What follows belongs to an exercise in optimizing a design on an open flow for small area, a short achievable clock period and few clock cycles per item; a production flow would make more cautious choices.
No run shown here included a check of the RTL's function; only the layout flow was run.
Power and IR drop assume default switching activity.

==> flow/design.v (outline; a module is shown in full before it is edited, if it fits) <==
// module fp_mul_pipe: 2559 lines
// module fp_fa: 4 lines
// module fp_ha: 4 lines
module fp_mul_pipe
#(
  parameter int EXP_W = 8,
  parameter int MAN_W = 23,
  localparam int W = 1 + EXP_W + MAN_W
) (
  input  logic         clk,
  input  logic         reset,
  input  logic         in_valid,
  output logic         in_ready,
  input  logic         rnd_mode,
  input  logic [W-1:0] a,
  input  logic [W-1:0] b,
  output logic         out_valid,
  input  logic         out_ready,
  output logic [W-1:0] c,
  output logic         ovf,
  output logic         unf,
  output logic         inv
);
  // ...
==> flow/flow/run.sh <==
#!/bin/bash
# Layout flow: the standard ORFS flow (standard.sh, unchanged synthesis),
# with port buffers of a plain buffer cell instead of the default choice, and
# timing repair allowed to change cell footprints.
set -euo pipefail
bash standard.sh \
  MATCH_CELL_FOOTPRINT=0 \
  BUFFER_PORTS_ARGS="-buffer_cell sky130_fd_sc_hd__buf_4" \
  finish > standard.log 2>&1
==> flow/standard.sh <==
#!/bin/bash
# synth_recipe.tcl (not shown) runs the flow's synth.tcl, then flattens the netlist and writes it again
# the make line also repeats each setting of config.mk as NAME=value (left out here)
make -C /OpenROAD-flow-scripts/flow DESIGN_CONFIG=/design/flow/config.mk WORK_HOME=/design/flow/orfs CLKGATE_MAP_FILE= SYNTH_SCRIPT=/design/flow/synth_recipe.tcl "${@:-finish}"
==> flow/config.mk <==
export PLATFORM = sky130hd
export DESIGN_NAME = fp_mul_pipe
export DESIGN_NICKNAME = fp_mul_pipe
export VERILOG_FILES = /design/flow/design.v
export SDC_FILE = /design/flow/constraint.sdc
export NUM_CORES = 4
export LEC_CHECK = 0
export ABC_AREA = 1
export CAP_MARGIN = 20
export CORE_MARGIN = 2
export CORE_UTILIZATION = 40
export SETUP_SLACK_MARGIN = 4
export SLEW_MARGIN = 20
export SYNTH_HIERARCHICAL = 1
export SYNTH_MINIMUM_KEEP_SIZE = 0
==> flow/constraint.sdc <==
create_clock -name core_clock -period 8.5 [get_ports {clk}]
set_input_delay 1.7000 -clock core_clock [delete_from_list [all_inputs] [get_ports {clk}]]
set_output_delay 1.7000 -clock core_clock [all_outputs]
set_load 0.01 [all_outputs]
==> impl_metrics.tcl, run 1 <==
set metrics [dict create \
    layout_common_cells "294 x xor2_1, 266 x o22ai_1, 265 x fa_1" \
    power.internal_mw 6.15 \
    status "finished clean" \
    yosys-top-cells-count "294 x xor2_1, 270 x nand2_1, 266 x o22ai_1" \
    insertion_delay_ns 0.56 \
    numSequentialCells 235 \
    die_y_um 237 \
    start_util_pct 40.5 \
    power_leader "combinational logic" \
    top_regs "p2 (25), e1 (10), e02 (8)" \
    nonClockInverterCount 179 \
    synth.yosys.seq_area_share_pct 32.3 \
    tritoncts "built" \
    area_growth_pct 14.0 \
    nMultiInputCombCells 1520 \
    layout.cells.non_filler 2834 \
    place.detailed.hpwl_um 43900 \
    dp_cells 2753 \
    path_cells "buf_12 -> clkinv_16 -> nand2_4 -> nand2_4 -> ha_4 -> ha_4 -> nand3_4 -> nor2_4 -> nand3_4 -> nand2_4 -> nand2_4 -> nand3_4 -> nand2_8 -> or2_1 -> buf_6" \
    htreeDepth 1 \
    ant_nets 0 \
    multi_input_area_share_pct 56.1 \
    r2r_cells 20 \
    fmax_mhz 217 \
    grt_pass1_wl_um 99400 \
    seq-power_mw 2.44 \
    seq_share_pct 28.4 \
]
==> run 2: changes to the inputs <==
--- a/flow/design.v
+++ b/flow/design.v
@@ -38,27 +38,41 @@
   input  logic [W-1:0] b,
   output logic         out_valid,
   input  logic         out_ready,
   output logic [W-1:0] c,
   output logic         ovf,
   output logic         unf,
   output logic         inv
 );
-  logic en, vld1, vld2;
-  assign en       = !vld2 | out_ready;
-  assign in_ready = en;
-  assign out_valid = vld2;
+  logic en, vld1, vld2, vld3;
+  logic sk_v;
+  logic [31:0] sk_c;
+  logic [2:0]  sk_f;
+  logic [31:0] c_pipe;
+  logic [2:0]  f_pipe;
+  assign en        = !sk_v;
+  assign in_ready  = !sk_v;
+  assign out_valid = sk_v | vld3;
+  always_ff @(posedge clk) begin
+    if (reset) sk_v <= 1'b0;
+    else       sk_v <= !out_ready & (sk_v | vld3);
+  end
+  always_ff @(posedge clk) if (!sk_v) begin sk_c <= c_pipe; sk_f <= f_pipe; end
+  assign c = sk_v ? sk_c : c_pipe;
+  assign {inv, ovf, unf} = sk_v ? sk_f : f_pipe;
   always_ff @(posedge clk) begin
     if (reset) begin
       vld1 <= 1'b0;
       vld2 <= 1'b0;
+      vld3 <= 1'b0;
     end else if (en) begin
       vld1 <= in_valid;
       vld2 <= vld1;
+      vld3 <= vld2;
     end
   end
   logic bo0;
   logic bt0;
   logic bn0;
   logic pp1;
   logic pp2;
   logic pp3;
@@ -2574,18 +2588,21 @@
   always_comb begin
     c_d = {s2, (r_d ? (e02 + 8'd1) : e02), r_frac};
     f_d = 3'b000;
     if (inv2) begin c_d = '1; f_d = 3'b100; end
     else if (zero2) c_d = {s2, 31'd0};
     else if (k_o) begin c_d = '1; f_d = 3'b010; end
     else if (k_u) begin c_d = {s2, 31'd0}; f_d = 3'b001; end
   end
-  assign c = c_d;
-  assign {inv, ovf, unf} = f_d;
+  logic [31:0] c_q;
+  logic [2:0]  f_q;
+  always_ff @(posedge clk) if (en) begin c_q <= c_d; f_q <= f_d; end
+  assign c_pipe = c_q;
+  assign f_pipe = f_q;
 endmodule
 module fp_fa (input logic a, input logic b, input logic c, output logic s, output logic co);
   assign s  = a ^ b ^ c;
   assign co = (a & b) | (c & (a ^ b));
 endmodule
 module fp_ha (input logic a, input logic b, output logic s, output logic co);
   assign s  = a ^ b;
   assign co = a & b;
==> flow/config.mk (replaced) <==
export PLATFORM = sky130hd
export DESIGN_NAME = fp_mul_pipe
export DESIGN_NICKNAME = fp_mul_pipe
export VERILOG_FILES = /design/flow/design.v
export SDC_FILE = /design/flow/constraint.sdc
export NUM_CORES = 4
export LEC_CHECK = 0
export ABC_AREA = 1
export CAP_MARGIN = 20
export CORE_MARGIN = 2
export CORE_UTILIZATION = 40
export SETUP_SLACK_MARGIN = 4.5
export SLEW_MARGIN = 20
export SYNTH_HIERARCHICAL = 1
export SYNTH_MINIMUM_KEEP_SIZE = 0
==> impl_metrics.tcl, run 2 <==
set metrics [dict create \
    rsz0062_at_grt "yes" \
    io_pins 106 \
    worstReg2RegEnd "p2[16]" \
    synth.most_common_cell "nand2_1" \
    antenna_found_initial 1 \
    vdd_drop_max_v 0.000337 \
    worstHoldEndpoint "s2" \
    leakage_nw 11.9 \
    relSlewSlack_pct 30.8 \
    path_cells "buf_16 -> nor2_2 -> inv_2 -> nand2_4 -> nand2_8 -> o21ai_1 -> xor2_1 -> fa_2 -> fa_2 -> fa_1" \
    die_y_um 250 \
    insertion_delay_ns 0.58 \
    layout.cells.non_filler 3137 \
    cp_common_cell "fa_2" \
    fin_setup_tns_ns 0 \
    htreeDepth 2 \
    root_buffer "clkbuf_16" \
    drcViolationCount 0 \
    slowest_stage "fa_2" \
    status "finished clean" \
    gp_congestion 0.867 \
    synthTopCellsByArea "edfxtp_1 33%, fa_1 22%, xor2_1 11%, o22ai_1 6.9%, nand2_1 5.8%" \
    final_core_util_pct 47.4 \
    r2r_start "r1_13_0" \
    rows 90 \
    overflow 0 \
    slowest_delay_ns 0.55 \
    crit_fanout 29 \
    first_pass_iters 8 \
    setup.worst_path.class "in -> reg" \
    place.detailed.hpwl_um 45500 \
    ant_nets 0 \
    synth_top_family_by_area "adder cells" \
    async_flop_share_pct 0 \
    synth_edf_count 268 \
    synth.area.mux_share_pct 0 \
    top_regs "c_q (32), sk_c (32), p2 (25)" \
    clk_path_buf_depth 3 \
    final_nets 2772 \
    yosys-top-cells-count "376 x nand2_1, 293 x xor2_1, 268 x edfxtp_1" \
    reg2reg_slack_ns 4.75 \
    detail_route.wl_per_cell_um 22.3 \
    start_util_pct 40.2 \
    drv_cap 0 \
    hold_buffers 0 \
    synth_seq_cells 307 \
    synth.yosys.seq_area_share_pct 36.6 \
    whs_path_depth 0 \
    layout_worst_path_cycle_share_pct 46.9 \
    fill_cells 5421 \
    final_common_cell "nand2_1" \
    finalClockSkew_ns 0.0455 \
    cp_data_arrival_time_ns 4.31 \
    synth-adder-area-share_pct 27.7 \
    viasPerCell 5.54 \
    track_usage_pct 21.6 \
    layout_common_cells "325 x nand2_1, 287 x xor2_1, 268 x edfxtp_1" \
    grt_pass1_vias 17795 \
    dp_cells 3044 \
    routed-via-count 17376 \
    grt_pass1_wl_um 104000 \
    numPortBuffers 105 \
    synth_top_flop_cell "edfxtp_1" \
    die_w_um 250 \
    drive_gt1_share_pct 17.2 \
    cts_inserted_buffers 38 \
    path_clk_slew_ns 0.06 \
    synth_area_um2 24100 \
    cp-start-kind "input port" \
    whs_ns 0.419 \
    ys_types 45 \
    dieArea_um2 62300 \
    syn_inst 2267 \
    drt_iter0_drc 1736 \
    synth_compound_area_share_pct 9.04 \
    ys.warnings.count 7 \
    cts.sinks 307 \
    worstHoldStart "s1" \
    required_ns 8.82 \
    yosysTopAreaCell "edfxtp_1" \
    p_per_area_nw_per_um2 440 \
    power_mw 12.5 \
    n_antenna_cell 0 \
    area_growth_pct 17.8 \
    fin_crit_ns 3.99 \
    hold_viol_final 0 \
    avgSynthCellArea_um2 10.6 \
    drv_slew 0 \
    worstMarginPinSlew_ns 1.04 \
    min_path_type "reg -> reg" \
    core_um2 60000 \
    tritoncts "built" \
    synth_xor_area_share_pct 11.2 \
    wl_um 70000 \
    setup_violations 0 \
    fmax_mhz 251 \
    synthSimpleGateAreaFrac_pct 10.1 \
    crit_path_end_kind "flip-flop" \
    grt_start_max_net_pins 97 \
    r2r_cells 17 \
    yosys.area.top_type_share_pct 33.4 \
]
==> run 2: changes by cell type in the layout (fill, tap and decap cells not counted), moves of 13 or more <==
| cell | before | now |
|---|---|---|
| nand2_1 | 244 | 325 |
| o22ai_1 | 266 | 199 |
| o22ai_2 | 0 | 67 |
| dfxtp_1 | 2 | 39 |
| edfxtp_1 | 233 | 268 |
| nand2_4 | 7 | 35 |
| buf_6 | 19 | 0 |
| nand2_8 | 1 | 19 |
| fa_1 | 265 | 249 |
| fa_2 | 0 | 16 |
| clkbuf_16 | 31 | 44 |
| nor2_1 | 103 | 116 |
| o21ai_1 | 1 | 14 |
==> run 2: cells by family after synthesis <==
| kind of cell | Yosys count |
|---|---|
| compound gates | 353 |
| flops | 307 |
| other cells | 2 |
| fa+ha+maj | 376 |
| simple gates | 592 |
| xor+xnor | 309 |
| buf+inv | 328 |
==> run 2: modules after synthesis (local to each module, per instance) <==
module       copies in the design  cells  flip-flops and latches  area (um^2)
fp_mul_pipe                     1   1924                     307        17900
fp_ha                          79      1                       0         12.5
fp_fa                         264      1                       0         20.0
==> run 2: routing by layer <==
metal / global-route usage, % / up-vias / part of all wire, % / wire length [um]
met4: 7.56 / 0 / 3.4 / 2380
met2: 34.5 / 833 / 47 / 32600
li1: - / 7802 / - / -
met1: 29.1 / 8581 / 42 / 29200
met3: 4.80 / 160 / 8.2 / 5730
met5: 0 / - / 0 / 0
==> run 2: stage by stage <==
step                setup slack [ns]  area (um^2)
finish                          4.51        28400
global route                    4.44        28400
CTS                             4.47        27800
detailed placement              3.20        26000
global placement                3.29        26000
floorplan                       4.27        25000
==> run 2: what timing repair did <==
item / 4_1_cts / 5_1_grt
endpoints found under the hold margin: 0 / 0
pin swaps: 4 / 12
cloned: 6 / 14
setup buffers: 0 / 5
endpoints found under the setup margin: 84 / 50
gates resized for setup: 95 / 84
==> run 2: layout make-up <==
class / instances / area, um^2 / share of cell area, %
clock buffer: 50 / 1040 / 3.65
tap: 782 / 978 / 3.44
sequential: 307 / 8830 / 31.0
inverter: 179 / 698 / 2.46
timing repair inverter: 5 / 25.0 / 0.0880
timing repair buffer: 143 / 1400 / 4.91
clock inverter: 18 / 258 / 0.906
multi-input combinational: 1653 / 15200 / 53.5
==> run 2: how the worst max path moves through the flow <==
| stage | from | to |
|---|---|---|
| 2_1_floorplan | b[15] | r1_27_3 |
| 3_3_place_gp | b[0] | r1_22_3 |
| 3_5_place_dp | b[0] | r1_22_3 |
| 4_1_cts | b[0] | r1_22_3 |
| 5_1_grt | b[7] | r1_31_3 |
| 6_report | b[7] | r1_31_3 |
==> run 2: where the power goes <==
| group | leakage, nW | switching, mW | total (mW) | internal [mW] |
|---|---|---|---|---|
| registers | 3.17 | 0.290 | 3.04 | 2.75 |
| clock network | 0.634 | 0.687 | 1.68 | 0.996 |
| logic | 8.06 | 4.58 | 7.78 | 3.20 |
==> run 2: worst max-delay path: cells and delay by family <==
family | cells | cell delay [ns]
adder cells (fa/ha/maj) | 3 | 1.45
AND/OR/NAND/NOR | 3 | 0.39
XOR/XNOR | 1 | 0.26
buffers and inverters | 2 | 0.24
AO/OA/AOI/OAI | 1 | 0.22

-- afterwards: timing with drivers on the ports --
Ports are ideal in the flow. The routed layouts listed here were re-timed in OpenROAD. Step 1: set_driving_cell puts a clkbuf_16 on clk and a buf_2 on each other input, an assumption about the parent block. Step 2 moves the port delays by t, midway between the first and last clock arrival at a register: inputs arrive t later, outputs are due t later. That takes back most of the time a late clock gives input paths. Slacks: no drivers / after step 1 / after step 2; pairs: no drivers / after step 1.
run | t, ns | setup slack, ns | hold slack, ns | slew at the worst register clock pin (ns) | cell pins on the clock port's net
run 1 | 0.614 | 3.897 / 3.842 / 3.453 | 0.425 / 0.425 / 0.425 | 0.06 / 0.06 | 1
run 2 | 0.618 | 4.510 / 4.426 / 3.808 | 0.419 / 0.419 / 0.419 | 0.06 / 0.06 | 1
After both steps setup and hold are still met in every run listed. The setup slack of run 2, which loses most, moves by -0.084 ns with the drivers and by -0.702 ns with both steps.
